From an optimization exercise on the open Yosys and OpenROAD flow, aimed at small area, a short achievable clock period and few clock cycles per item; shortcuts taken in it are not production practice. RTL that was checked went through simulation tests only; none was proved equivalent to the original.

== job 3310 ==
Design fullcon_seq_mac, start of the top module:
module fullcon_seq_mac #(
   parameter int DEPTH_IN     = 12,
   parameter int N_OUT        = 4,
   parameter int LANES        = 12,
   parameter int WIDTH_DATA   = 16,
   parameter int WIDTH_KERNEL = 8,
   parameter int RELU_EN      = 0
) (
   input  logic                                   clk,
   input  logic                                   rst,
   input  logic                                   in_valid,
   output logic                                   in_ready,
   input  logic [WIDTH_DATA*DEPTH_IN-1:0]         data_in,
   input  logic [WIDTH_KERNEL*DEPTH_IN*N_OUT-1:0] kernel_in,
   input  logic [(WIDTH_DATA+WIDTH_KERNEL+$clog2(DEPTH_IN)+1)*N_OUT-1:0] bias_in,
   output logic                                   out_valid,
   input  logic                                   out_ready,
   output logic [WIDTH_DATA+WIDTH_KERNEL+$clog2(DEPTH_IN):0] data_o,
   output logic [((N_OUT > 1) ? $clog2(N_OUT) : 1)-1:0] out_idx,
   output logic                                   out_last
);
For scale: ~6,300 cells after synthesis, roughly 1,200 flip-flops, about 730 I/O pins.
Settings: LEC_CHECK=0, CAP_MARGIN=40, CORE_MARGIN=2, CORE_UTILIZATION=40, CTS_CLUSTER_SIZE=20, SLEW_MARGIN=65; clock period 12.0 ns.
standard.sh (not shown) runs the stock make flow with config.mk's settings and CLKGATE_MAP_FILE= SYNTH_SCRIPT=/design/flow/synth_recipe.tcl, a recipe that flattens the netlist after the stock synthesis.
==> flow/flow/run.sh <==
#!/bin/bash
set -euo pipefail
export BUFFER_PORTS_ARGS="-buffer_cell sky130_fd_sc_hd__buf_1"
bash standard.sh finish > standard.log 2>&1
Job 3310 finished all stages; however, its layout fails the closing checks, the failures being antenna violations.
Testbench counts of job 3310, summed over its fixed seeds: cycles 1,568, items 1,536.
Setup changes, job 3310 to job 9117
Settings: CTS_CLUSTER_SIZE removed (was 20).
==> comparison <==
- Job 9117: no failed stages, no open violations at the end
- Looking at per-cell via count in the routed design, job 9117 sits about 0.43% above job 3310.
- Changes observed in job 9117 relative to job 3310: first-pass iteration count of the detailed router +3, number of standard cells in the final layout excluding fillers stayed essentially flat, met2 track utilization from global routing shrank by 0.31 points.
- Between job 3310 and job 9117, the average detailed-routed wire length per instance figures differ only marginally.

---

## the reference run
fullcon_seq_mac, a different RTL version from the one above (not shown whole).
Size in the first run: roughly 8600 cells after synthesis, roughly 940 flip-flops, ~730 I/O pins, ~82000 µm² of cells after synthesis.
clock: 12.0 ns
lec_check: 0
cap_margin: 40
core_margin: 2
core_utilization: 40
slew_margin: 65
run.sh (not shown) runs the stock make flow with config.mk's settings and CLKGATE_MAP_FILE= SYNTH_SCRIPT=/design/flow/synth_recipe.tcl, a recipe that flattens the netlist after the stock synthesis.
Stock flow here: none of the scripts above is used.
Both conditions hold for the reference run: the flow ran to the end and the final layout passed the timing, DRC and antenna checks.
--- input diff the reference run..the trial run ---
Settings: CAP_MARGIN changed from 40 to 20; SLEW_MARGIN changed from 65 to 20.
==> notes.md <==
Setup WNS the reference run -> the trial run: worse
Status: number of post-CTS setup repair buffers parity (the trial run, the reference run)
Start point of the critical path: kern_q[42]$_DFFE_PP_ -> the trial run, kern_q[46]$_DFFE_PP_ -> the reference run
Delta (the trial run minus the reference run): final-layout non-clock buffer area share went down; fraction of final layout cells sized beyond drive strength 1 went down.
No run of this note included a check of the RTL's function; only the layout flow was run.

---

== the previous run ==
Another version of the RTL of fullcon_seq_mac (not shown whole).
Size in the first run: ~6,300 cells after synthesis, roughly 730 I/O pins, ~77,000 sq um of cells after synthesis.
clock: 12.0 ns
lec_check: 0
cap_margin: 40
core_margin: 2
core_utilization: 40
place_density: 0.7
slew_margin: 65
standard.sh (not shown) runs the stock make flow with config.mk's settings and CLKGATE_MAP_FILE= SYNTH_SCRIPT=/design/flow/synth_recipe.tcl, a recipe that flattens the netlist after the stock synthesis.
Scripts as last shown in full above: flow/flow/run.sh
Testbench counts of the previous run, summed over its fixed seeds: cycles 1,568, items 1,536.
> inputs changed (the previous run -> the current run)
Settings: removing PLACE_DENSITY (formerly 0.7).
Notes after the runs:
- Final period utilization was lower in the previous run than in the current run.
- The previous run ended up with hd_two_q[22] as its destination of the critical timing path; the current run ended up with hd_two_q[26].
- Diff the previous run..the current run | proportion of cell area occupied by multi-input gates | negligible
- Per-cell routed wire length grows slightly when moving from the previous run to the current run.
- Summary of the current run over the previous run: worst setup slack after layout has decreased, cell area after layout was more or less identical.

---

Setup of job 101:
fullcon_seq_mac, a different RTL version from the one above (not shown whole).
Size in the first run: ~7000 cells after synthesis, ~1200 flip-flops, about 730 I/O pins.
// fullcon_seq_mac
module fullcon_seq_mac #(
   parameter int DEPTH_IN     = 12,
   parameter int N_OUT        = 4,
   parameter int LANES        = 12,
   parameter int WIDTH_DATA   = 16,
   parameter int WIDTH_KERNEL = 8,
   parameter int RELU_EN      = 0
) (
   input  logic                                   clk,
   input  logic                                   rst,
   input  logic                                   in_valid,
   output logic                                   in_ready,
   input  logic [WIDTH_DATA*DEPTH_IN-1:0]         data_in,
   input  logic [WIDTH_KERNEL*DEPTH_IN*N_OUT-1:0] kernel_in,
   input  logic [(WIDTH_DATA+WIDTH_KERNEL+$clog2(DEPTH_IN)+1)*N_OUT-1:0] bias_in,
   output logic                                   out_valid,
   input  logic                                   out_ready,
   output logic [WIDTH_DATA+WIDTH_KERNEL+$clog2(DEPTH_IN):0] data_o,
   output logic [((N_OUT > 1) ? $clog2(N_OUT) : 1)-1:0] out_idx,
   output logic                                   out_last
);
==> flow/config.mk <==
export PLATFORM = sky130hd
export DESIGN_NAME = fullcon_seq_mac
export DESIGN_NICKNAME = fullcon_seq_mac
export VERILOG_FILES = /design/flow/design.v
export SDC_FILE = /design/flow/constraint.sdc
export NUM_CORES = 4
export LEC_CHECK = 0
export CAP_MARGIN = 20
export CORE_MARGIN = 2
export CORE_UTILIZATION = 40
export SLEW_MARGIN = 20
==> flow/constraint.sdc <==
create_clock -name core_clock -period 12.0 [get_ports {clk}]
set_input_delay 2.4000 -clock core_clock [delete_from_list [all_inputs] [get_ports {clk}]]
set_output_delay 2.4000 -clock core_clock [all_outputs]
set_load 0.01 [all_outputs]
Scripts as last shown in full above: flow/flow/run.sh
Testbench counts of job 101, summed over its fixed seeds: cycles 1,568, items 1,536.
For job 102, these inputs were changed with respect to job 101:
- SLEW_MARGIN: 20 -> 65
- CAP_MARGIN: 20 -> 40
Notes after the runs:
In the metrics for job 102 and job 101, the one carrying the higher utilization of the core after routing is job 102.
Clock net sink count across job 102 and job 101: no real change.
In the tables for job 102 and job 101, via count of the first global-routing pass reads higher with job 102.
Of job 102 and job 101, the higher total routing resource utilization after global routing belongs to job 102.
Global-route met3 utilization: higher on job 101
Relative to job 101, count of clock-buffer cells in the layout increased by 6 in job 102.
Pin slew with the least headroom to its limit in job 102 is 0.62 ns below job 101.
After detailed routing, job 101 needs less wire than job 102.

---

## 11-21
fullcon_seq_mac, a different RTL version from the one above (not shown whole).
Size: about 6600 cells after synthesis, ~1200 flip-flops, about 730 I/O pins, about 78000 um2 of cells after synthesis.
clock: 12.0 ns
lec_check: 0
cap_margin: 40
core_margin: 2
core_utilization: 40
slew_margin: 80
Scripts as last shown in full above: flow/flow/run.sh
11-21 completed end to end with timing, DRC and antenna clean.
Testbench counts of 11-21, summed over its fixed seeds: cycles 1,568, items 1,536.
Changes in 03-13 relative to 11-21:
Settings: changing SLEW_MARGIN from 80 to 65.
Notes after the runs:
Compared to 11-21, 03-13 has share of the core filled with cells 3.8 points lower. Number of nets in the layout for 03-13 is lower than for 11-21. In the reports for 11-21 and 03-13, the smaller average wire per cell in the routed design belongs to 11-21. On 03-13: count of placed standard cells including taps is 636 lower than what 11-21 gave. Against 11-21, 03-13 comes in 0.37 points higher on clock network contribution to total cell area. Aggregate routed wire length (03-13 over 11-21): decrease, 2.0%. Status: storage element area parity (03-13, 11-21). [compare] base=11-21 new=03-13: critical path depth shows a reduction of 3; number of clock buffers in the layout fell 7. 03-13 ends up with lower wire length the detailed router placed on met1 than 11-21 does. Relative to 11-21, the final cell count measured on 03-13 has decreased by a few percent.

---

Setup of run A:
fullcon_seq_mac, a different RTL version from the one above (not shown whole).
Size in the first run: about 6,300 cells after synthesis, ~1,200 flip-flops, about 730 I/O pins, about 77,000 µm² of cells after synthesis.
==> flow/config.mk <==
export PLATFORM = sky130hd
export DESIGN_NAME = fullcon_seq_mac
export DESIGN_NICKNAME = fullcon_seq_mac
export VERILOG_FILES = /design/flow/design.v
export SDC_FILE = /design/flow/constraint.sdc
export NUM_CORES = 4
export LEC_CHECK = 0
export CAP_MARGIN = 40
export CORE_MARGIN = 2
export CORE_UTILIZATION = 40
export CTS_BUF_LIST = sky130_fd_sc_hd__clkbuf_8
export SLEW_MARGIN = 65
==> flow/constraint.sdc <==
create_clock -name core_clock -period 12.0 [get_ports {clk}]
set_input_delay 2.4000 -clock core_clock [delete_from_list [all_inputs] [get_ports {clk}]]
set_output_delay 2.4000 -clock core_clock [all_outputs]
set_load 0.01 [all_outputs]
Scripts as last shown in full above: flow/flow/run.sh
Run A ran to completion and came out clean on the timing, DRC and antenna checks.
Testbench counts of run A, summed over its fixed seeds: cycles 1,568, items 1,536.
Relative to run A, the following input files were edited for run B:
- a deleted CTS_BUF_LIST that had been sky130_fd_sc_hd__clkbuf_8
Notes after the runs:
- ~same worst hold path cell count in run A and run B
- Compared with run A, run B instantiates a smaller number of cells.

[re-timing with driven ports]
How much do the figures lean on ideal ports? The routed layouts below were timed once more, with nothing changed but the port constraints.
Step 1 (the two cells are an assumption about what drives the block):
set clk [get_ports {clk}]
set_driving_cell -lib_cell sky130_fd_sc_hd__clkbuf_16 $clk
set_driving_cell -lib_cell sky130_fd_sc_hd__buf_2 [delete_from_list [all_inputs] $clk]
Step 2 moves the port delays by t, midway between the first and last clock arrival at a register: inputs arrive t later, outputs are due t later. That takes back most of the time a late clock gives input paths.
a / b / c = ideal ports / drivers / drivers and shift; a / b = the first two.
run | shift t [ns] | setup slack, ns | clock arrival spread, ns | pins driven straight from the clock port
job 3310 | 0.906 | 8.086 / 7.990 / 7.626 | 0.065 / 0.066 | 1
job 9117 | 0.883 | 8.096 / 8.016 / 7.635 | 0.043 / 0.043 | 1
the reference run | 0.887 | 6.569 / 6.569 / 6.569 | 0.057 / 0.057 | 1
the trial run | 0.871 | 5.519 / 5.519 / 5.519 | 0.063 / 0.062 | 1
the previous run | 0.889 | 8.018 / 8.018 / 7.757 | 0.092 / 0.092 | 1
the current run | 0.891 | 7.964 / 7.964 / 7.799 | 0.068 / 0.067 | 1
job 101 | 0.905 | 7.026 / 7.105 / 6.200 | 0.065 / 0.065 | 1
job 102 | 0.896 | 7.499 / 7.576 / 6.680 | 0.054 / 0.054 | 1
11-21 | 0.905 | 7.742 / 7.742 / 7.729 | 0.059 / 0.059 | 1
03-13 | 0.903 | 8.227 / 8.146 / 7.835 | 0.066 / 0.067 | 1
run A | 1.057 | 7.974 / 7.880 / 7.559 | 0.097 / 0.096 | 1
run B | 0.893 | 8.128 / 8.031 / 7.572 | 0.096 / 0.097 | 1
For job 101, which loses most, drivers alone change the setup slack by +0.079 ns; drivers and shift together by -0.826 ns.
